Source: an optimization exercise on an open RTL-to-GDS flow (aim: small area). Production flows keep margins and buffers that such runs may drop.
Only simulation tests tie the RTL to the original design; equivalence was not proved.
Power figures rest on the tool's default switching activity, not on a simulated workload.

<file path="flow/config.mk">
export PLATFORM = sky130hd
export DESIGN_NAME = edu_core
export DESIGN_NICKNAME = edu_core
export VERILOG_FILES = /design/flow/design.v
export SDC_FILE = /design/flow/constraint.sdc
export NUM_CORES = 4
export LEC_CHECK = 0
export CAP_MARGIN = 20
export CORE_MARGIN = 2
export CORE_UTILIZATION = 30
export PLACE_DENSITY = 0.4
export SLEW_MARGIN = 20
</file>
<file path="flow/constraint.sdc">
create_clock -name core_clock -period 6.5 [get_ports {clk}]
set_input_delay 1.3000 -clock core_clock [delete_from_list [all_inputs] [get_ports {clk}]]
set_output_delay 1.3000 -clock core_clock [all_outputs]
set_load 0.01 [all_outputs]
</file>
<file path="flow/design.v">
`timescale 1ns/1ns
package edu_core_pkg;
	typedef logic [63:0] word_t;
	typedef logic [31:0] instr_t;
	typedef logic [4:0]  reg_idx_t;
	typedef logic [3:0]  nzcv_t;
	typedef logic [1:0]  mem_size_t;
	typedef logic [1:0]  alu_cmd_t;
	localparam mem_size_t SIZE_B = 2'b00;
	localparam mem_size_t SIZE_W = 2'b10;
	localparam mem_size_t SIZE_D = 2'b11;
	localparam alu_cmd_t ALU_AND = 2'b00;
	localparam alu_cmd_t ALU_ORR = 2'b01;
	localparam alu_cmd_t ALU_EOR = 2'b10;
	localparam alu_cmd_t ALU_ADD = 2'b11;
	localparam instr_t     INST_NOP = 32'hd503_201f;
	localparam reg_idx_t   REG_ZERO = 5'd31;
	localparam logic [3:0] COND_AL  = 4'b1110;
	localparam instr_t MASK_ADDSUB_IMM  = 32'h1fc0_0000;
	localparam instr_t MATCH_ADDSUB_IMM = 32'h1100_0000;
	localparam instr_t MASK_ADDSUB_REG  = 32'h1fe0_fc00;
	localparam instr_t MATCH_ADDSUB_REG = 32'h0b00_0000;
	localparam instr_t MASK_LOGIC_REG   = 32'h1fe0_fc00;
	localparam instr_t MATCH_LOGIC_REG  = 32'h0a00_0000;
	localparam instr_t MASK_LDST_UIMM   = 32'h3f80_0000;
	localparam instr_t MATCH_LDST_UIMM  = 32'h3900_0000;
	localparam instr_t MASK_B           = 32'hfc00_0000;
	localparam instr_t MATCH_B          = 32'h1400_0000;
	localparam instr_t MASK_BCOND       = 32'hff00_0010;
	localparam instr_t MATCH_BCOND      = 32'h5400_0000;
endpackage
`timescale 1ns/1ns
`timescale 1ns/1ns
`timescale 1ns/1ns
module reg_file (
	input  logic     clk,
	input  logic     run,
	input  edu_core_pkg::reg_idx_t rd_idx_a,
	input  edu_core_pkg::reg_idx_t rd_idx_b,
	input  logic     sel_ext_a,
	input  edu_core_pkg::word_t    ext_a,
	output edu_core_pkg::word_t    rd_a,
	output edu_core_pkg::word_t    rd_b,
	input  logic     wb_en,
	input  edu_core_pkg::reg_idx_t wb_idx,
	input  edu_core_pkg::word_t    wb_data
);
	logic [30:0][63:0] regs;
	logic [30:0] sel_a;
	logic [30:0] sel_b;
	for (genvar i = 0; i < 31; i++) begin : g_reg
		always_ff @(posedge clk) begin
			if (run && wb_en && wb_idx == 5'(i)) begin
				regs[i] <= wb_data;
			end
		end
		assign sel_a[i] = !sel_ext_a && rd_idx_a == 5'(i);
		assign sel_b[i] = rd_idx_b == 5'(i);
	end
	always_comb begin
		rd_a = {64{sel_ext_a}} & ext_a;
		rd_b = '0;
		for (int i = 0; i < 31; i++) begin
			rd_a = rd_a | ({64{sel_a[i]}} & regs[i]);
			rd_b = rd_b | ({64{sel_b[i]}} & regs[i]);
		end
	end
endmodule
`timescale 1ns/1ns
`timescale 1ns/1ns
`timescale 1ns/1ns
module edu_core (
	input  logic      clk,
	input  logic      nreset,
	input  logic      clk_en,
	output edu_core_pkg::word_t     instr_addr,
	output logic      instr_en,
	input  edu_core_pkg::instr_t    instr_data,
	output edu_core_pkg::word_t     data_addr,
	output edu_core_pkg::word_t     data_wdata,
	output edu_core_pkg::mem_size_t data_size,
	output logic      data_read,
	output logic      data_write,
	input  edu_core_pkg::word_t     data_rdata,
	output logic      error_flag
);
	logic nreset_sync;
	logic run;
	always_ff @(posedge clk or negedge nreset) begin
		if (!nreset) begin
			nreset_sync <= 1'b0;
		end else if (clk_en) begin
			nreset_sync <= 1'b1;
		end
	end
	assign run      = clk_en && !error_flag && nreset_sync;
	assign instr_en = nreset_sync;
	logic instr_valid;
	logic is_addsub_imm, is_addsub_reg, is_addsub, is_logic_reg, is_ldst;
	logic is_b, is_bcond, is_nop, known;
	edu_core_pkg::instr_t e_instr;
	logic e_set_flags, e_branch, e_read, e_write, e_wr_en;
	assign is_addsub_imm = (instr_data & edu_core_pkg::MASK_ADDSUB_IMM) == edu_core_pkg::MATCH_ADDSUB_IMM;
	assign is_addsub_reg = (instr_data & edu_core_pkg::MASK_ADDSUB_REG) == edu_core_pkg::MATCH_ADDSUB_REG;
	assign is_addsub     = is_addsub_imm || is_addsub_reg;
	assign is_logic_reg  = ((instr_data & edu_core_pkg::MASK_LOGIC_REG) == edu_core_pkg::MATCH_LOGIC_REG) &&
		(instr_data[30:29] != 2'b11);
	assign is_ldst       = ((instr_data & edu_core_pkg::MASK_LDST_UIMM) == edu_core_pkg::MATCH_LDST_UIMM) &&
		(instr_data[31:30] != 2'b01);
	assign is_b          = (instr_data & edu_core_pkg::MASK_B) == edu_core_pkg::MATCH_B;
	assign is_bcond      = (instr_data & edu_core_pkg::MASK_BCOND) == edu_core_pkg::MATCH_BCOND;
	assign is_nop        = instr_data == edu_core_pkg::INST_NOP;
	assign known = is_addsub || is_logic_reg || is_ldst || is_b || is_bcond || is_nop;
	always_ff @(posedge clk or negedge nreset) begin
		if (!nreset) begin
			instr_valid <= 1'b0;
			error_flag  <= 1'b0;
			e_set_flags <= 1'b0;
			e_branch    <= 1'b0;
			e_read      <= 1'b0;
			e_write     <= 1'b0;
			e_wr_en     <= 1'b0;
		end else if (run) begin
			instr_valid <= 1'b1;
			error_flag  <= instr_valid && !known;
			e_set_flags <= instr_valid && is_addsub && instr_data[29];
			e_branch    <= instr_valid && (is_b || is_bcond);
			e_read      <= instr_valid && is_ldst && instr_data[22];
			e_write     <= instr_valid && is_ldst && !instr_data[22];
			e_wr_en     <= instr_valid && (is_addsub || is_logic_reg || (is_ldst && instr_data[22]));
		end
	end
	always_ff @(posedge clk) begin
		if (run) begin
			e_instr <= instr_data;
		end
	end
	edu_core_pkg::word_t pc_e;
	edu_core_pkg::word_t rd_a, rd_b, op_n, op_m, b_op, imm;
	edu_core_pkg::reg_idx_t idx_b;
	logic e_ldst, e_alu, use_imm, is_logic, invert_b, sf;
	logic [1:0] alu_cmd;
	logic wb_en;
	edu_core_pkg::reg_idx_t wb_idx;
	edu_core_pkg::word_t wb_data;
	assign e_ldst   = e_read || e_write;
	assign e_alu    = !e_ldst && !e_branch;
	assign use_imm  = e_instr[28];
	assign is_logic = e_alu && !e_instr[28] && !e_instr[24];
	assign invert_b = e_alu && !is_logic && e_instr[30];
	assign sf       = e_alu ? e_instr[31] : 1'b1;
	assign alu_cmd  = is_logic ? e_instr[30:29] : edu_core_pkg::ALU_ADD;
	assign idx_b = e_write ? e_instr[4:0] : e_instr[20:16];
	reg_file u_regs (
		.clk      (clk),
		.run      (run),
		.rd_idx_a (e_instr[9:5]),
		.rd_idx_b (idx_b),
		.sel_ext_a(e_branch),
		.ext_a    (pc_e),
		.rd_a     (rd_a),
		.rd_b     (rd_b),
		.wb_en    (wb_en),
		.wb_idx   (wb_idx),
		.wb_data  (wb_data)
	);
	always_comb begin
		if (e_branch) begin
			imm = e_instr[30] ? {{43{e_instr[23]}}, e_instr[23:5], 2'b00} :
				{{36{e_instr[25]}}, e_instr[25:0], 2'b00};
		end else if (e_ldst) begin
			imm = edu_core_pkg::word_t'(e_instr[21:10]) << e_instr[31:30];
		end else begin
			imm = edu_core_pkg::word_t'(e_instr[21:10]);
		end
	end
	assign op_n = rd_a;
	assign op_m = use_imm ? imm : rd_b;
	logic [64:0] sum64;
	logic        c32;
	edu_core_pkg::word_t alu_raw, alu_result;
	edu_core_pkg::nzcv_t alu_flags, flags;
	logic [3:0]  cond;
	logic        cond_ok, branch_taken;
	assign b_op  = invert_b ? ~op_m : op_m;
	assign sum64 = {1'b0, op_n} + {1'b0, b_op} + 65'(invert_b);
	assign c32   = sum64[32] ^ op_n[32] ^ b_op[32];
	always_comb begin
		case (alu_cmd)
			edu_core_pkg::ALU_AND: alu_raw = op_n & b_op;
			edu_core_pkg::ALU_ORR: alu_raw = op_n | b_op;
			edu_core_pkg::ALU_EOR: alu_raw = op_n ^ b_op;
			default: alu_raw = sum64[63:0];
		endcase
	end
	assign alu_result = sf ? alu_raw : {32'b0, alu_raw[31:0]};
	assign alu_flags[3] = sf ? alu_result[63] : alu_result[31];
	assign alu_flags[2] = alu_result == '0;
	assign alu_flags[1] = sf ? sum64[64] : c32;
	assign alu_flags[0] = sf ?
		(op_n[63] == b_op[63]) && (sum64[63] != op_n[63]) :
		(op_n[31] == b_op[31]) && (sum64[31] != op_n[31]);
	always_ff @(posedge clk or negedge nreset) begin
		if (!nreset) begin
			flags <= '0;
		end else if (run && e_set_flags) begin
			flags <= alu_flags;
		end
	end
	assign cond = e_instr[30] ? e_instr[3:0] : edu_core_pkg::COND_AL;
	always_comb begin
		case (cond[3:1])
			3'b000:  cond_ok = flags[2];
			3'b001:  cond_ok = flags[1];
			3'b010:  cond_ok = flags[3];
			3'b011:  cond_ok = flags[0];
			3'b100:  cond_ok = flags[1] && !flags[2];
			3'b101:  cond_ok = flags[3] == flags[0];
			3'b110:  cond_ok = (flags[3] == flags[0]) && !flags[2];
			default: cond_ok = 1'b1;
		endcase
		if (cond[0] && cond[3:1] != 3'b111) begin
			cond_ok = !cond_ok;
		end
	end
	assign branch_taken = e_branch && cond_ok;
	edu_core_pkg::word_t ex_result, mem_wdata;
	edu_core_pkg::mem_size_t ma_size;
	edu_core_pkg::reg_idx_t ma_wr_idx;
	logic ma_read, ma_write, ma_wr_en;
	always_ff @(posedge clk or negedge nreset) begin
		if (!nreset) begin
			ma_read  <= 1'b0;
			ma_write <= 1'b0;
			ma_wr_en <= 1'b0;
		end else if (run) begin
			ma_read  <= e_read;
			ma_write <= e_write;
			ma_wr_en <= e_wr_en;
		end
	end
	always_ff @(posedge clk) begin
		if (run) begin
			ex_result <= alu_result;
			mem_wdata <= rd_b;
			ma_size   <= e_instr[31:30];
			ma_wr_idx <= e_instr[4:0];
		end
	end
	assign data_addr  = ex_result;
	assign data_wdata = mem_wdata;
	assign data_size  = ma_size;
	assign data_read  = ma_read;
	assign data_write = ma_write;
	logic wb_load;
	edu_core_pkg::mem_size_t wb_size;
	edu_core_pkg::word_t wb_result, load_value;
	always_ff @(posedge clk or negedge nreset) begin
		if (!nreset) begin
			wb_en   <= 1'b0;
			wb_load <= 1'b0;
		end else if (run) begin
			wb_en   <= ma_wr_en;
			wb_load <= ma_read;
		end
	end
	always_ff @(posedge clk) begin
		if (run) begin
			wb_idx    <= ma_wr_idx;
			wb_size   <= ma_size;
			wb_result <= ex_result;
		end
	end
	always_comb begin
		case (wb_size)
			edu_core_pkg::SIZE_B:  load_value = {56'b0, data_rdata[7:0]};
			edu_core_pkg::SIZE_W:  load_value = {32'b0, data_rdata[31:0]};
			default: load_value = data_rdata;
		endcase
	end
	assign wb_data = wb_load ? load_value : wb_result;
	logic first_0, first_1;
	logic redir, redir_d;
	edu_core_pkg::word_t pc_d;
	always_ff @(posedge clk or negedge nreset) begin
		if (!nreset) begin
			first_0 <= 1'b1;
			first_1 <= 1'b1;
		end else if (run) begin
			first_0 <= 1'b0;
			first_1 <= first_0;
		end
	end
	assign pc_d       = first_1 ? '0 : redir_d ? wb_result : pc_e + edu_core_pkg::word_t'(4);
	assign instr_addr = first_0 ? '0 : redir ? ex_result : pc_d + edu_core_pkg::word_t'(4);
	always_ff @(posedge clk) begin
		if (run) begin
			pc_e    <= pc_d;
			redir   <= branch_taken;
			redir_d <= redir;
		end
	end
endmodule
</file>
<file path="flow/run.sh">
#!/bin/bash
# synth_recipe.tcl (not shown) runs the flow's synth.tcl, then flattens the netlist and writes it again
# the make line also repeats each setting of config.mk as NAME=value (left out here)
make -C /OpenROAD-flow-scripts/flow DESIGN_CONFIG=/design/flow/config.mk WORK_HOME=/design/flow/orfs CLKGATE_MAP_FILE= SYNTH_SCRIPT=/design/flow/synth_recipe.tcl finish
</file>
==> flow_summary.json, run 1 <==
{
  "h-tree-depth": 5,
  "cp.arrival_ns": 8.20,
  "cp_common_cell": "buf_6",
  "drt_first_pass_iters": 8,
  "synth_edf_count": 2286,
  "max_slew.worst_pin.slew_ns": 1.25,
  "rows": 220,
  "cp_max_fo": 5,
  "synth.largest_area_cell": "edfxtp_1",
  "synth_top_family_by_area": "compound AO/OA/AOI/OAI gates",
  "ys_seq_area_share_pct": 63.7,
  "grt_antenna_before_repair": 54,
  "synth_fa_ha_area_share_pct": 1.51,
  "postPlaceCellArea_um2": 132000,
  "routed_wl_um": 705000,
  "synth_area_leaders": "edfxtp_1 (63%), a22oi_1 (6.3%), a22o_1 (3.8%), a221oi_1 (3.0%), nand3_1 (1.9%)",
  "fin_crit_ns": 7.35,
  "criticalPathCategory": "register to register",
  "cellPowerDensity_nw_per_um2": 296,
  "drt_iter0_drc": 18600,
  "synthesis.instances": 8486,
  "vias": 101000,
  "area_growth_pct": 35.4,
  "post_drt_wl_per_cell_um": 45.9,
  "cts_buffers": 274,
  "crit_path_top_delay_cell": "or4_4",
  "synthXorXnorAreaFrac_pct": 1.47,
  "synth_cell_types": 109,
  "fmax_mhz": 136,
  "place_inst": 14600,
  "maxSlewViolCount": 0,
  "grt_start_max_net_pins": 137,
  "drc_errors": 0,
  "yosysMostFrequentCell": "edfxtp_1",
  "setup_viol": 38,
  "synthFlopType": "edfxtp_1",
  "fin_cells": 15400,
  "antenna_left": 0,
  "die_w_um": 605,
  "viasPerCell": 6.54,
  "synth_compound_area_share_pct": 19.9,
  "slowest_delay_ns": 0.51,
  "setup_slack_ns": -0.853,
  "hpwl_um": 471000,
  "overflow": 0,
  "drive_gt1_share_pct": 28.5,
  "maxCapViolations": 0,
  "synth_top_area_share_pct": 63.3,
  "port_buffers": 296,
  "cts_tree": "yes",
  "syn_area_um2": 108000,
  "period_share_pct": 113,
  "cts_buffer_depth": 4,
  "ir_worst_vdd_v": 0.000198,
  "yosysWarnings": 2,
  "pre_cts_ws_ns": -1.78,
  "max_slew_margin_pct": 16.6,
  "final.fill_count": 33800,
  "ctsRootBufferMaster": "clkbuf_16",
  "worstSkewPairLatency_ns": 0.95,
  "cts_hold_buf": 0,
  "synth.avg_cell_area_um2": 12.8,
  "synthSimpleGateAreaFrac_pct": 9.56,
  "design_area_um2": 147000,
  "status": "complete, but fails checks",
  "coreArea_um2": 359000,
  "start_kind": "register",
  "critPathRequiredTime_ns": 7.35,
  "clk_pin_slew_ns": 0.07,
  "cp-end-kind": "register",
  "grt_pass1_wl_um": 912000,
  "grt_pass1_vias": 94800,
  "rsz0062_at_grt": "yes",
  "die_area_um2": 366000,
  "synthTopCellsByCount": "edfxtp_1 (2286), a22oi_1 (906), nor2_1 (522)",
  "nets": 10600,
  "die_h_um": 605,
  "numClockSinks": 2305,
  "hold_path_class": "register to register",
  "hold_violations": 0,
  "so_faults": "negative setup slack",
  "async_reset_ff_share_pct": 0.824,
  "place.gp.congestion": 0.977,
  "synth-seq-cells": 2305,
  "ios": 297,
  "leakage_uw": 0.0516,
  "initial_core_util_pct": 30.2,
  "synth.area.mux_share_pct": 0.761,
  "grt_usage_pct": 37.2,
  "fin_skew_ns": 0.0561
}
==> per-layer routing <==
layer / track usage, % / vias up / part of all wire [%]
li1: - / 38400 / -
met1: 48.9 / 51600 / 38
met2: 55.1 / 8642 / 42
met3: 12.3 / 2008 / 14
met4: 17.2 / 30 / 5.8
met5: 0 / - / 0.034
==> critical path: cells and delay by family, from the launching register on <==
family	cells	cell delay [ns]
compound gates	12	2.51
buf+inv	15	2.11
simple gates	10	1.43
flops	1	0.48
fa+ha+maj	1	0.33
mux	1	0.26
xor+xnor	1	0.14
==> worst paths after layout <==
kind                            cells past startpoint  slack, ns         start           to
worst min register to register                      0       0.42  ma_wr_idx[2]    wb_idx[2]
worst max register to register                     40      -0.85       e_write     flags[2]
worst min-delay path                                0       0.42  ma_wr_idx[2]    wb_idx[2]
min in group asynchronous                           2       0.80        nreset  nreset_sync
worst max-delay path                               40      -0.85       e_write     flags[2]
max in group asynchronous                           2       5.31        nreset     flags[3]
==> where the power goes <==
| group | switching (uW) | internal [uW] | total [uW] |
|---|---|---|---|
| Sequential | 213 | 16700 | 17000 |
| Combinational | 6380 | 4670 | 11000 |
| Clock | 6770 | 8700 | 15500 |
| Total | 13400 | 30100 | 43500 |
==> cell type report <==
| cell class | count | area (um^2) | share of cell area (%) |
|---|---|---|---|
| tap | 4773 | 5970 | 4.07 |
| multi-input combinational | 5301 | 39700 | 27.0 |
| clock buffer | 337 | 7270 | 4.95 |
| sequential | 2305 | 69100 | 47.1 |
| clock inverter | 151 | 1320 | 0.901 |
| timing repair buffer | 2236 | 22400 | 15.3 |
| inverter | 248 | 940 | 0.640 |
| antenna | 30 | 75.1 | 0.0511 |
==> cells by family after synthesis <==
kind of cell,Yosys count
compound gates,2811
flops,2305
simple gates,2102
buf+inv,880
xor+xnor,182
fa+ha+maj,130
mux,76
==> repair_timing <==
action	in CTS	in global routing
resized for setup	527	423
cloned	5	6
setup endpoints to repair	91	77
pin swaps	103	295
buffers inserted	116	137
==> per-stage QoR <==
step	hold slack, ns	TNS [ns]	util, %	total power, uW
after floorplan	0.400	0	-	21100
after global placement	0.406	-44.45	36.8	26900
after detailed placement	0.411	-37.77	36.9	26900
after CTS	0.421	-12.32	40.0	42600
after global routing	0.421	-17.58	40.8	44600
final	0.424	-10.28	40.8	43500
==> state kept, by name, indices dropped and copies added, names as in the netlist, 2 cells and up <==
signal	flops
e_instr	30
ex_result	64
flags	4
ma_size	2
ma_wr_idx	5
mem_wdata	64
pc_e	64
u_regs.regs	1984
wb_idx	5
wb_result	64
wb_size	2
==> placed cells by master (no fill, tap or decap), types with 39 or more instances in the layout <==
cell type	instances
o21ai_2	47
clkbuf_1	53
buf_12	314
nor2_1	431
nor2_4	70
a21oi_1	215
a22oi_1	897
a211oi_1	50
nand3_1	382
mux2i_1	50
buf_4	1458
clkinv_2	48
a22o_1	471
xnor2_1	94
o21ai_0	115
o21a_1	54
nand2_1	457
edfxtp_1	2286
a221oi_2	43
inv_1	243
clkinv_1	46
a221o_1	98
buf_6	126
ha_1	121
nor3_1	85
a21oi_2	39
a222oi_1	79
a21o_1	48
a221oi_1	326
clkdlybuf4s50_1	260
clkbuf_16	287
nand4_1	173
xor2_1	48
==> run 2: changes to the inputs <==
--- a/flow/design.v
+++ b/flow/design.v
@@ -59,2 +59,21 @@
 	end
+	reg_read u_read (
+		.regs (regs),
+		.sel_a(sel_a),
+		.sel_b(sel_b),
+		.sel_ext_a(sel_ext_a),
+		.ext_a(ext_a),
+		.rd_a (rd_a),
+		.rd_b (rd_b)
+	);
+endmodule
+module reg_read (
+	input  logic [30:0][63:0] regs,
+	input  logic [30:0] sel_a,
+	input  logic [30:0] sel_b,
+	input  logic     sel_ext_a,
+	input  edu_core_pkg::word_t    ext_a,
+	output edu_core_pkg::word_t    rd_a,
+	output edu_core_pkg::word_t    rd_b
+);
 	always_comb begin
@@ -181,3 +200,4 @@
 	edu_core_pkg::word_t alu_raw, alu_result;
-	edu_core_pkg::nzcv_t alu_flags, flags;
+	logic [2:0]  alu_ncv, ncv;
+	edu_core_pkg::nzcv_t nzcv;
 	logic [3:0]  cond;
@@ -196,25 +216,34 @@
 	assign alu_result = sf ? alu_raw : {32'b0, alu_raw[31:0]};
-	assign alu_flags[3] = sf ? alu_result[63] : alu_result[31];
-	assign alu_flags[2] = alu_result == '0;
-	assign alu_flags[1] = sf ? sum64[64] : c32;
-	assign alu_flags[0] = sf ?
+	assign alu_ncv[2] = sf ? alu_result[63] : alu_result[31];
+	assign alu_ncv[1] = sf ? sum64[64] : c32;
+	assign alu_ncv[0] = sf ?
 		(op_n[63] == b_op[63]) && (sum64[63] != op_n[63]) :
 		(op_n[31] == b_op[31]) && (sum64[31] != op_n[31]);
+	logic z_pending, z_flag, z_now;
 	always_ff @(posedge clk or negedge nreset) begin
 		if (!nreset) begin
-			flags <= '0;
-		end else if (run && e_set_flags) begin
-			flags <= alu_flags;
+			ncv       <= '0;
+			z_flag    <= 1'b0;
+			z_pending <= 1'b0;
+		end else if (run) begin
+			if (e_set_flags) begin
+				ncv <= alu_ncv;
+			end else if (z_pending) begin
+				z_flag <= z_now;
+			end
+			z_pending <= e_set_flags;
 		end
 	end
+	assign z_now = z_pending ? ex_result == '0 : z_flag;
 	assign cond = e_instr[30] ? e_instr[3:0] : edu_core_pkg::COND_AL;
+	assign nzcv = {ncv[2], z_now, ncv[1:0]};
 	always_comb begin
 		case (cond[3:1])
-			3'b000:  cond_ok = flags[2];
-			3'b001:  cond_ok = flags[1];
-			3'b010:  cond_ok = flags[3];
-			3'b011:  cond_ok = flags[0];
-			3'b100:  cond_ok = flags[1] && !flags[2];
-			3'b101:  cond_ok = flags[3] == flags[0];
-			3'b110:  cond_ok = (flags[3] == flags[0]) && !flags[2];
+			3'b000:  cond_ok = nzcv[2];
+			3'b001:  cond_ok = nzcv[1];
+			3'b010:  cond_ok = nzcv[3];
+			3'b011:  cond_ok = nzcv[0];
+			3'b100:  cond_ok = nzcv[1] && !nzcv[2];
+			3'b101:  cond_ok = nzcv[3] == nzcv[0];
+			3'b110:  cond_ok = (nzcv[3] == nzcv[0]) && !nzcv[2];
 			default: cond_ok = 1'b1;
--- a/flow/config.mk
+++ b/flow/config.mk
@@ -9,4 +9,7 @@
 export CORE_MARGIN = 2
-export CORE_UTILIZATION = 30
-export PLACE_DENSITY = 0.4
+export CORE_UTILIZATION = 50
+export CTS_BUF_LIST = sky130_fd_sc_hd__clkbuf_8
+export CTS_CLUSTER_SIZE = 24
+export PLACE_DENSITY = 0.65
 export SLEW_MARGIN = 20
+export SYNTH_HIERARCHICAL = 1
==> run 2 against run 1 <==
- the layout still fails its checks (negative setup slack)
- register-to-register slack improved by 0.85 ns
- flip-flop and latch count rose by 1
- largest cell class unchanged
- die area fell by 41%
- core utilization rose by 20 points
- clock-buffer cell count rose by 68
- highest routed layer unchanged
- clock skew rose by 0.040 ns
- largest power group unchanged
- synthesized cell count fell by 4.2%
==> flow_summary.json, run 2 <==
{
  "status": "complete, but fails checks",
  "so_faults": "negative setup slack",
  "synthTopCellsByCount": "edfxtp_1 (2286), a22oi_1 (1798), clkbuf_1 (460)",
  "synth-seq-cells": 2306,
  "pre_cts_ws_ns": -0.398,
  "area_growth_pct": 21.7,
  "ios": 297,
  "path_delay_family": "simple AND/OR/NAND/NOR gates",
  "finalPower_uw": 28800,
  "cp-end-kind": "primary output",
  "hpwl_um": 377000,
  "ys_seq_area_share_pct": 64.6,
  "rsz0062_at_grt": "yes",
  "cp_max_fo": 10,
  "port_buffers": 296,
  "setup_slack_ns": -0.101,
  "synthesis.instances": 8133,
  "synth_edf_count": 2286,
  "worstSkewPairLatency_ns": 1.14,
  "synth_area_leaders": "edfxtp_1 (64%), a22oi_1 (13%), nand4_1 (2.6%), clkbuf_1 (1.6%), ha_1 (1.5%)",
  "maxCapViolations": 0,
  "yosysWarnings": 9,
  "largest_reg_flops": 1984,
  "hold_path_class": "register to register",
  "synth.area.mux_share_pct": 0.611,
  "nets": 9463,
  "cp_num_buf_inv": 6,
  "cellPowerDensity_nw_per_um2": 221,
  "initial_core_util_pct": 50.4,
  "p_sw_uw": 6300,
  "vias": 95900,
  "h-tree-depth": 5,
  "grt_usage_pct": 50.7,
  "syn_area_um2": 107000,
  "synth_fa_ha_area_share_pct": 1.54,
  "drt_iter0_drc": 21100,
  "switching_share_pct": 21.8,
  "post_drt_wl_per_cell_um": 45.8,
  "coreArea_um2": 213000,
  "p_clk_share_pct": 43.9,
  "die_h_um": 467,
  "clk_pin_slew_ns": 0.07,
  "setup_viol": 3,
  "cts_tree": "yes",
  "crit_path_top_delay_cell": "edfxtp_1",
  "grt_pass1_vias": 89700,
  "place.gp.congestion": 1.06,
  "drc_errors": 0,
  "synthSimpleGateAreaFrac_pct": 9.00,
  "ctsRootBufferMaster": "clkbuf_8",
  "viasPerCell": 7.75,
  "synthFlopType": "edfxtp_1",
  "leakage_uw": 0.0442,
  "most-common-layout-cells": "edfxtp_1 (2286), a22oi_1 (1796), buf_4 (882)",
  "crit_path_cell_trace": "buf_4 -> and4_1 -> nand4_1 -> buf_4 -> buf_4 -> o31a_1 -> nor3_1 -> nand4_1 -> nor2_4 -> nand4_1 -> buf_4 -> or3_1 -> a311oi_2 -> buf_4 -> clkdlybuf4s15_2",
  "synth_compound_area_share_pct": 19.3,
  "place_inst": 11600,
  "overflow": 0,
  "rows": 169,
  "top_register": "u_regs.regs",
  "numClockSinks": 2306,
  "routed_wl_um": 567000,
  "synth_top_family_by_area": "compound AO/OA/AOI/OAI gates",
  "drt_first_pass_iters": 12,
  "criticalPathCategory": "register to primary output",
  "die_area_um2": 218000,
  "antenna_left": 0,
  "cp.arrival_ns": 5.30,
  "max_slew_margin_pct": 15.6,
  "grt_pass1_wl_um": 750000,
  "synth.largest_area_cell": "edfxtp_1",
  "ir_worst_vdd_v": 0.000219,
  "synth.avg_cell_area_um2": 13.2,
  "pwr-share-seq_pct": 55.8,
  "cts_buffer_depth": 4,
  "fin_skew_ns": 0.0958,
  "cp_common_cell": "buf_4",
  "maxSlewViolCount": 0,
  "fmax_mhz": 151,
  "die_w_um": 467,
  "synth_cell_types": 103,
  "synthXorXnorAreaFrac_pct": 1.51,
  "critPathRequiredTime_ns": 5.20,
  "intPower_uw": 22600,
  "grt_antenna_before_repair": 47,
  "max_slew.worst_pin.slew_ns": 1.27,
  "yosysMostFrequentCell": "edfxtp_1",
  "drive_gt1_share_pct": 21.0,
  "start_kind": "register",
  "final_common_cell": "edfxtp_1",
  "slowest_delay_ns": 0.41,
  "cts_buffers": 397,
  "fin_cells": 12400,
  "async_reset_ff_share_pct": 0.867,
  "period_share_pct": 102,
  "hold_violations": 0,
  "grt_start_max_net_pins": 146,
  "synth_top_area_share_pct": 64.1,
  "share_comb_of_total_power_pct": 0.3,
  "fin_crit_ns": 6.60
}
-- run 2: cell count changes after synthesis, moves of 61 or more --
cell,previous run,this run
a221o_1,98,2
a221oi_1,373,20
a221oi_2,0,61
a22o_1,471,63
a22oi_1,906,1798
nand2_1,480,261
nand3_1,408,205
nand4_1,173,443
nor2_1,522,333
or4_1,36,147
-- run 2: cells by family after synthesis --
family / after synthesis
flops: 2306
fa+ha+maj: 131
xor+xnor: 185
compound gates: 2783
simple gates: 1753
buf+inv: 912
mux: 63
-- run 2: worst paths after layout --
path                              start              to  slack, ns  cells past startpoint
hold / removal             ma_wr_idx[0]       wb_idx[0]       0.38                      0
setup reg to reg                e_write   ex_result[44]          0                     28
setup / recovery               pc_e[18]  instr_addr[47]      -0.10                     15
max in group asynchronous        nreset         first_0       5.50                      2
min in group asynchronous        nreset         e_write       0.60                      2
hold reg to reg            ma_wr_idx[0]       wb_idx[0]       0.38                      0
-- run 2: routing by layer --
layer	up-vias	GRT usage, %	routed length (um)	part of all wire, %
met1	46500	61.5	188000	33
met2	10700	70.6	230000	41
li1	35800	-	-	-
met5	-	0.329	431	0.076
met3	2856	21.8	92300	16
met4	45	39.5	56600	10
-- run 2: layout make-up --
class                           count  area, um^2
Antenna cell                       34        85.1
Clock buffer                      405        5570
Clock inverter                    291        1640
Fill cell                       16600       82200
Inverter                          271        1030
Multi-Input combinational cell   4917       36600
Sequential cell                  2306       69200
Tap cell                         2821        3530
Timing Repair Buffer             1340       12600
-- run 2: power groups by stage --
stage | Sequential [uW] | Clock, uW | Combinational, uW
final | 16100 | 12700 | 86.8
after global routing | 16100 | 13200 | 88.3
after CTS | 16100 | 12600 | 84.6
after detailed placement | 16400 | 0 | 83.7
after global placement | 16400 | 0 | 83.1
after floorplan | 16400 | 0 | 3.95
-- run 2: modules after synthesis (local to each module, per instance) --
| module | flip-flops and latches | cells inside | copies in the design |
|---|---|---|---|
| reg_file | 1984 | 2125 | 1 |
| reg_read | 0 | 3065 | 1 |
| edu_core | 322 | 2943 | 1 |
-- run 2: through the flow --
| step | hold WS (ns) | area (um^2) | setup TNS, ns | util (%) |
|---|---|---|---|---|
| final | 0.385 | 130000 | -0.169 | 61.3 |
| after CTS | 0.376 | 129000 | 0 | 60.7 |
| after detailed placement | 0.406 | 121000 | -7.82 | 56.8 |
| after floorplan | 0.400 | 107000 | 0 | - |
| after global routing | 0.388 | 130000 | -1.16 | 61.3 |
| after global placement | 0.403 | 121000 | -8.54 | 56.7 |
-- run 2: what timing repair did --
item,CTS,global route
setup buffers,51,34
pin swaps,42,73
cloned,3,0
setup endpoints to repair,88,87
hold buffers,0,0
resized for setup,166,190
-- run 2: worst reg2reg max path, delay by kind of cell, from the launching register on --
kind / cells / cell delay, ns
muxes: 1 / 0.35
xor gates and xnor gates: 2 / 0.25
AOI/OAI and AO/OA: 8 / 1.55
buffers and inverters: 9 / 1.35
adders and majority gates: 1 / 0.32
and+or+nand+nor: 7 / 1.88
DFF: 1 / 0.46
==> run 3: changes to the inputs <==
--- a/flow/design.v
+++ b/flow/design.v
@@ -37,4 +37,6 @@
 	input  logic     run,
-	input  edu_core_pkg::reg_idx_t rd_idx_a,
-	input  edu_core_pkg::reg_idx_t rd_idx_b,
+	input  logic [3:0] hi_a,
+	input  logic [7:0] lo_a,
+	input  logic [3:0] hi_b,
+	input  logic [7:0] lo_b,
 	input  logic     sel_ext_a,
@@ -48,4 +50,4 @@
 	logic [30:0][63:0] regs;
-	logic [30:0] sel_a;
-	logic [30:0] sel_b;
+	logic [30:0] sel_a_n;
+	logic [30:0] sel_b_n;
 	for (genvar i = 0; i < 31; i++) begin : g_reg
@@ -56,4 +58,4 @@
 		end
-		assign sel_a[i] = !sel_ext_a && rd_idx_a == 5'(i);
-		assign sel_b[i] = rd_idx_b == 5'(i);
+		assign sel_a_n[i] = !(hi_a[i / 8] && lo_a[i % 8]);
+		assign sel_b_n[i] = !(hi_b[i / 8] && lo_b[i % 8]);
 	end
@@ -61,5 +63,7 @@
 		.regs (regs),
-		.sel_a(sel_a),
-		.sel_b(sel_b),
-		.sel_ext_a(sel_ext_a),
+		.sel_a_n(sel_a_n),
+		.sel_b_n(sel_b_n),
+		.sel_ext_a_n(!sel_ext_a),
+		.zero_a_n(!(hi_a[3] && lo_a[7])),
+		.zero_b_n(!(hi_b[3] && lo_b[7])),
 		.ext_a(ext_a),
@@ -71,5 +75,7 @@
 	input  logic [30:0][63:0] regs,
-	input  logic [30:0] sel_a,
-	input  logic [30:0] sel_b,
-	input  logic     sel_ext_a,
+	input  logic [30:0] sel_a_n,
+	input  logic [30:0] sel_b_n,
+	input  logic     sel_ext_a_n,
+	input  logic     zero_a_n,
+	input  logic     zero_b_n,
 	input  edu_core_pkg::word_t    ext_a,
@@ -79,7 +85,7 @@
 	always_comb begin
-		rd_a = {64{sel_ext_a}} & ext_a;
-		rd_b = '0;
+		rd_a = ({64{sel_ext_a_n}} | ext_a) & {64{zero_a_n}};
+		rd_b = {64{zero_b_n}};
 		for (int i = 0; i < 31; i++) begin
-			rd_a = rd_a | ({64{sel_a[i]}} & regs[i]);
-			rd_b = rd_b | ({64{sel_b[i]}} & regs[i]);
+			rd_a = rd_a & ({64{sel_a_n[i]}} | regs[i]);
+			rd_b = rd_b & ({64{sel_b_n[i]}} | regs[i]);
 		end
@@ -120,2 +126,5 @@
 	edu_core_pkg::instr_t e_instr;
+	edu_core_pkg::reg_idx_t d_idx_b;
+	logic [3:0] e_hi_a, e_hi_b;
+	logic [7:0] e_lo_a, e_lo_b;
 	logic e_set_flags, e_branch, e_read, e_write, e_wr_en;
@@ -151,2 +160,3 @@
 	end
+	assign d_idx_b = (is_ldst && !instr_data[22]) ? instr_data[4:0] : instr_data[20:16];
 	always_ff @(posedge clk) begin
@@ -154,9 +164,13 @@
 			e_instr <= instr_data;
+			e_hi_a  <= (is_b || is_bcond) ? 4'b0000 : 4'b0001 << instr_data[9:8];
+			e_lo_a  <= 8'b0000_0001 << instr_data[7:5];
+			e_hi_b  <= 4'b0001 << d_idx_b[4:3];
+			e_lo_b  <= 8'b0000_0001 << d_idx_b[2:0];
 		end
 	end
-	edu_core_pkg::word_t pc_e;
+	logic [63:2] pc_e;
 	edu_core_pkg::word_t rd_a, rd_b, op_n, op_m, b_op, imm;
-	edu_core_pkg::reg_idx_t idx_b;
 	logic e_ldst, e_alu, use_imm, is_logic, invert_b, sf;
 	logic [1:0] alu_cmd;
+	edu_core_pkg::word_t ex_result, mem_wdata;
 	logic wb_en;
@@ -171,3 +185,2 @@
 	assign alu_cmd  = is_logic ? e_instr[30:29] : edu_core_pkg::ALU_ADD;
-	assign idx_b = e_write ? e_instr[4:0] : e_instr[20:16];
 	reg_file u_regs (
@@ -175,6 +188,8 @@
 		.run      (run),
-		.rd_idx_a (e_instr[9:5]),
-		.rd_idx_b (idx_b),
+		.hi_a     (e_hi_a),
+		.lo_a     (e_lo_a),
+		.hi_b     (e_hi_b),
+		.lo_b     (e_lo_b),
 		.sel_ext_a(e_branch),
-		.ext_a    (pc_e),
+		.ext_a    ({pc_e, 2'b00}),
 		.rd_a     (rd_a),
@@ -190,5 +205,5 @@
 		end else if (e_ldst) begin
-			imm = edu_core_pkg::word_t'(e_instr[21:10]) << e_instr[31:30];
+			imm = {52'b0, e_instr[21:10]} << e_instr[31:30];
 		end else begin
-			imm = edu_core_pkg::word_t'(e_instr[21:10]);
+			imm = {52'b0, e_instr[21:10]};
 		end
@@ -198,5 +213,3 @@
 	logic [64:0] sum64;
-	logic        c32;
 	edu_core_pkg::word_t alu_raw, alu_result;
-	logic [2:0]  alu_ncv, ncv;
 	edu_core_pkg::nzcv_t nzcv;
@@ -206,3 +219,2 @@
 	assign sum64 = {1'b0, op_n} + {1'b0, b_op} + 65'(invert_b);
-	assign c32   = sum64[32] ^ op_n[32] ^ b_op[32];
 	always_comb begin
@@ -216,25 +228,29 @@
 	assign alu_result = sf ? alu_raw : {32'b0, alu_raw[31:0]};
-	assign alu_ncv[2] = sf ? alu_result[63] : alu_result[31];
-	assign alu_ncv[1] = sf ? sum64[64] : c32;
-	assign alu_ncv[0] = sf ?
-		(op_n[63] == b_op[63]) && (sum64[63] != op_n[63]) :
-		(op_n[31] == b_op[31]) && (sum64[31] != op_n[31]);
-	logic z_pending, z_flag, z_now;
+	logic flags_pending, f_a, f_b, f_sf, r_sign;
+	edu_core_pkg::nzcv_t nzcv_late, flags;
 	always_ff @(posedge clk or negedge nreset) begin
 		if (!nreset) begin
-			ncv       <= '0;
-			z_flag    <= 1'b0;
-			z_pending <= 1'b0;
+			flags         <= '0;
+			flags_pending <= 1'b0;
 		end else if (run) begin
-			if (e_set_flags) begin
-				ncv <= alu_ncv;
-			end else if (z_pending) begin
-				z_flag <= z_now;
+			if (!e_set_flags && flags_pending) begin
+				flags <= nzcv_late;
 			end
-			z_pending <= e_set_flags;
+			flags_pending <= e_set_flags;
+		end
+	end
+	always_ff @(posedge clk) begin
+		if (run && e_set_flags) begin
+			f_a  <= sf ? op_n[63] : op_n[31];
+			f_b  <= sf ? b_op[63] : b_op[31];
+			f_sf <= sf;
 		end
 	end
-	assign z_now = z_pending ? ex_result == '0 : z_flag;
+	assign r_sign       = f_sf ? ex_result[63] : ex_result[31];
+	assign nzcv_late[3] = r_sign;
+	assign nzcv_late[2] = ex_result == '0;
+	assign nzcv_late[1] = (f_a == f_b) ? f_a : !r_sign;
+	assign nzcv_late[0] = (f_a == f_b) && (r_sign != f_a);
+	assign nzcv         = flags_pending ? nzcv_late : flags;
 	assign cond = e_instr[30] ? e_instr[3:0] : edu_core_pkg::COND_AL;
-	assign nzcv = {ncv[2], z_now, ncv[1:0]};
 	always_comb begin
@@ -255,3 +271,2 @@
 	assign branch_taken = e_branch && cond_ok;
-	edu_core_pkg::word_t ex_result, mem_wdata;
 	edu_core_pkg::mem_size_t ma_size;
@@ -312,3 +327,3 @@
 	logic redir, redir_d;
-	edu_core_pkg::word_t pc_d;
+	logic [63:2] pc_d;
 	always_ff @(posedge clk or negedge nreset) begin
@@ -322,4 +337,5 @@
 	end
-	assign pc_d       = first_1 ? '0 : redir_d ? wb_result : pc_e + edu_core_pkg::word_t'(4);
-	assign instr_addr = first_0 ? '0 : redir ? ex_result : pc_d + edu_core_pkg::word_t'(4);
+	assign pc_d       = first_1 ? '0 : redir_d ? wb_result[63:2] : pc_e + 62'd1;
+	assign instr_addr[63:2] = first_0 ? '0 : redir ? ex_result[63:2] : pc_d + 62'd1;
+	assign instr_addr[1:0]  = 2'b00;
 	always_ff @(posedge clk) begin
==> flow/config.mk (replaced) <==
export PLATFORM = sky130hd
export DESIGN_NAME = edu_core
export DESIGN_NICKNAME = edu_core
export VERILOG_FILES = /design/flow/design.v
export SDC_FILE = /design/flow/constraint.sdc
export NUM_CORES = 4
export LEC_CHECK = 0
export CAP_MARGIN = 10
export CORE_MARGIN = 2
export CORE_UTILIZATION = 55
export PLACE_DENSITY = 0.65
export SETUP_SLACK_MARGIN = 0.3
export SLEW_MARGIN = 10
export SYNTH_HIERARCHICAL = 1
==> run 3 against run 2 <==
- now clean on timing, DRC and antenna
- core utilization up 4.2 points
- critical path depth down 3
- non-clock buffer count down 295
- clock power up 13%
- worst setup slack better by 0.34 ns
- wire length up 1.3%
- clock-buffer cell count down 134
- maximum frequency up 5.4%
- die area down 8.4%
- largest power group unchanged
==> flow_summary.json, run 3 <==
{
  "crit_path_top_delay_cell": "edfxtp_1",
  "grt_start_max_net_pins": 146,
  "clk_pin_slew_ns": 0.06,
  "drive_gt1_share_pct": 14.9,
  "startpoint": "pc_e[49]",
  "ctsRootBufferMaster": "clkbuf_16",
  "numClockSinks": 2331,
  "area_growth_pct": 18.4,
  "synthTopCellsByCount": "edfxtp_1 (2311), o22ai_1 (1913), nor2_1 (1090)",
  "place.gp.congestion": 1.04,
  "synth_area_leaders": "edfxtp_1 (64%), o22ai_1 (11%), nor2_1 (3.8%), buf_2 (1.7%), ha_1 (1.5%)",
  "path_delay_family": "simple AND/OR/NAND/NOR gates",
  "drc_errors": 0,
  "worstSkewPairLatency_ns": 0.94,
  "cp_max_fo": 6,
  "async_reset_ff_share_pct": 0.858,
  "status": "finished clean",
  "slowest_delay_ns": 0.88,
  "post-route-util_pct": 65.5,
  "yosysWarnings": 9,
  "crit_path_cell_trace": "and3_1 -> nand3_1 -> nor2_1 -> nand4_1 -> o211ai_1 -> nor2b_1 -> nand4_1 -> buf_4 -> or3_1 -> or4_4 -> nand3_2 -> buf_6",
  "met3_usage_pct": 23.5,
  "hold_violations": 0,
  "fin_tns_setup_ns": 0,
  "synthesis.instances": 8842,
  "port_buffers": 294,
  "timing.rr.end": "ex_result[62]",
  "multi_input_area_um2": 35200,
  "gr-usage-met1_pct": 69.7,
  "synth_top_area_share_pct": 64.4,
  "reg2reg_from": "e_lo_a[7]",
  "cp.arrival_ns": 4.96,
  "cts_buffer_depth": 3,
  "synth.largest_area_cell": "edfxtp_1",
  "coreArea_um2": 195000,
  "final_common_cell": "edfxtp_1",
  "grt_pass1_vias": 91800,
  "min-delay-start": "ma_wr_idx[1]",
  "vias": 99700,
  "top_register": "u_regs.regs",
  "ir_worst_vdd_v": 0.000335,
  "criticalPathCategory": "register to primary output",
  "yosysMostFrequentCell": "edfxtp_1",
  "cts_buffers": 236,
  "start_kind": "register",
  "rr_worst_depth": 20,
  "rows": 162,
  "overflow": 0,
  "drt_first_pass_iters": 15,
  "ys_seq_area_share_pct": 64.9,
  "met2_usage_pct": 74.2,
  "die_area_um2": 199000,
  "nets": 9713,
  "h-tree-depth": 4,
  "hold_path_class": "register to register",
  "cts_tree": "yes",
  "maxCapViolations": 0,
  "final.fill_count": 14700,
  "antenna_left": 0,
  "hold_path_end": "wb_idx[1]",
  "rsz0062_at_grt": "no",
  "synth_cell_types": 100,
  "grt_pass1_wl_um": 757000,
  "most-common-layout-cells": "edfxtp_1 (2311), o22ai_1 (1913), nor2_1 (1072)",
  "initial_core_util_pct": 55.3,
  "max_slew_margin_pct": 3.95,
  "die_w_um": 447,
  "fin_crit_ns": 6.26,
  "holdPathStages": 0,
  "synthFlopType": "edfxtp_1",
  "hpwl_um": 352000,
  "leakage_uw": 0.0419,
  "die_h_um": 447,
  "post_drt_wl_per_cell_um": 46.6,
  "ios": 297,
  "maxSlewViolCount": 0,
  "fin_skew_ns": 0.0735,
  "cellPowerDensity_nw_per_um2": 284,
  "max_slew.worst_pin.slew_ns": 1.44,
  "seq_area_um2": 69900,
  "synth_edf_count": 2311,
  "period_share_pct": 96.4,
  "routed_wl_um": 575000,
  "busiest_layer": "met2",
  "syn_area_um2": 108000,
  "grt_usage_pct": 56.1,
  "setup_viol": 0,
  "cp_num_buf_inv": 2,
  "cts_hold_buf": 0,
  "grt_antenna_before_repair": 43,
  "viasPerCell": 8.08,
  "r2r_slack_ns": 0.36,
  "drt_iter0_drc": 24700,
  "synth.avg_cell_area_um2": 12.2,
  "cp-end-kind": "primary output",
  "fmax_mhz": 160,
  "cp_common_cell": "nand4_1",
  "largest_reg_flops": 1984,
  "synth-seq-cells": 2331,
  "critPathRequiredTime_ns": 5.20
}
[run 3: cell count changes in the layout (fill, tap and decap cells not counted), sizes merged, moves of 134 or more]
cell | previous run | this run
buf | 1053 | 756
nand4 | 448 | 187
a22oi | 1798 | 17
o22ai | 48 | 1913
nor2 | 336 | 1090
o21ai | 173 | 307
[run 3: per-module statistics from Yosys, one instance, submodules excluded]
module | area, um^2 | times used | cells
reg_read | 21600 | 1 | 3783
reg_file | 60100 | 1 | 2109
edu_core | 26000 | 1 | 2950
[run 3: worst reg2reg max path, cell delays in order (launching register included)]
cell and delay, ns:
edfxtp_1 0.58, nand2_4 0.35, buf_12 0.39, o22ai_1 0.19, nor2_1 0.48, o2111ai_2 0.41
nor3_4 0.42, inv_1 0.09, ha_1 0.42, a21oi_1 0.31, o221ai_1 0.23, a221oi_1 0.30
a21boi_0 0.32, buf_4 0.26, o221ai_1 0.12, buf_4 0.18, a31oi_1 0.17, o21bai_1 0.15
a31oi_1 0.23, xnor2_1 0.15, o22ai_1 0.09
[run 3: cell type report]
cell class                      instances  share of cell area [%]
Clock inverter                        176                    1.49
Timing Repair Buffer                 1045                    7.98
Multi-Input combinational cell       5601                    27.6
Sequential cell                      2331                    54.8
Inverter                              268                   0.795
Clock buffer                          271                    4.76
Antenna cell                           28                  0.0549
Tap cell                             2624                    2.57
[run 3: power breakdown]
part | total [uW] | leakage [uW] | switching (uW) | internal, uW
Combinational | 4950 | 0.0170 | 3400 | 1560
Sequential | 17000 | 0.0211 | 243 | 16700
Clock | 14300 | 0.00387 | 6250 | 8020
[run 3: what timing repair did]
action	in CTS	in global routing
endpoints found under the setup margin	44	68
pin swaps	16	25
setup buffers	34	71
gates cloned	0	1
gates resized for setup	79	105
[run 3: how the worst max path moves through the flow]
stage	to	depth (start not counted)
3_3_place_gp	ex_result[62]	20
4_1_cts	instr_addr[58]	15
3_5_place_dp	ex_result[62]	21
2_1_floorplan	u_regs.regs[192]	7
6_report	instr_addr[63]	12
5_1_grt	instr_addr[50]	16
[run 3: per-stage QoR]
| step | worst slack, ns | total power, uW | area [um^2] | instances | hold slack, ns |
|---|---|---|---|---|---|
| global placement | 0.118 | 21700 | 118000 | 11800 | 0.401 |
| floorplan | 0.484 | 19600 | 108000 | 8845 | 0.400 |
| detailed placement | 0.161 | 21800 | 118000 | 11800 | 0.406 |
| CTS | 0.216 | 35600 | 127000 | 12200 | 0.420 |
| global route | 0.129 | 36600 | 128000 | 12300 | 0.430 |
| finish | 0.237 | 36200 | 128000 | 12300 | 0.424 |
[run 3: kinds of logic after synthesis]
kind of cell             count (synthesis)  synth area share, %
AO/OA/AOI/OAI                         2883                 17.1
XOR/XNOR                               179                 1.45
adder cells (fa/ha/maj)                133                 1.55
buffers and inverters                  914                 3.99
flip-flops                            2331                 64.9
multiplexers                            66                0.661
other                                    1              0.00348
AND/OR/NAND/NOR                       2335                 10.4
[run 3: per-layer routing]
| layer | up-vias | routed length (um) |
|---|---|---|
| met5 | - | 271 |
| met3 | 3576 | 105000 |
| li1 | 36400 | - |
| met1 | 47600 | 180000 |
| met4 | 24 | 70200 |
| met2 | 12100 | 219000 |

[port drivers added, routing unchanged]
The results above use ideal ports. As a check the final layouts listed here were re-extracted and re-timed, cells and wires unchanged.
Step 1: set_driving_cell puts a clkbuf_16 on clk and a buf_2 on each other input, an assumption about the parent block.
Step 2, shift: input delay + t, output delay - t, t = (earliest + latest rising clock arrival at the registers) / 2. This alone moves slack from input paths to output paths.
Slacks: ideal / step 1 / step 2; pairs: ideal / step 1.
| run | shift t [ns] | slack for setup (ns) | hold slack, ns |
|---|---|---|---|
| run 1 | 1.042 | -0.853 / -0.853 / -0.853 | 0.424 / 0.424 / 0.424 |
| run 2 | 1.176 | -0.101 / -0.193 / 0.002 | 0.385 / 0.385 / 0.385 |
| run 3 | 1.008 | 0.237 / 0.128 / 0.358 | 0.424 / 0.424 / 0.424 |
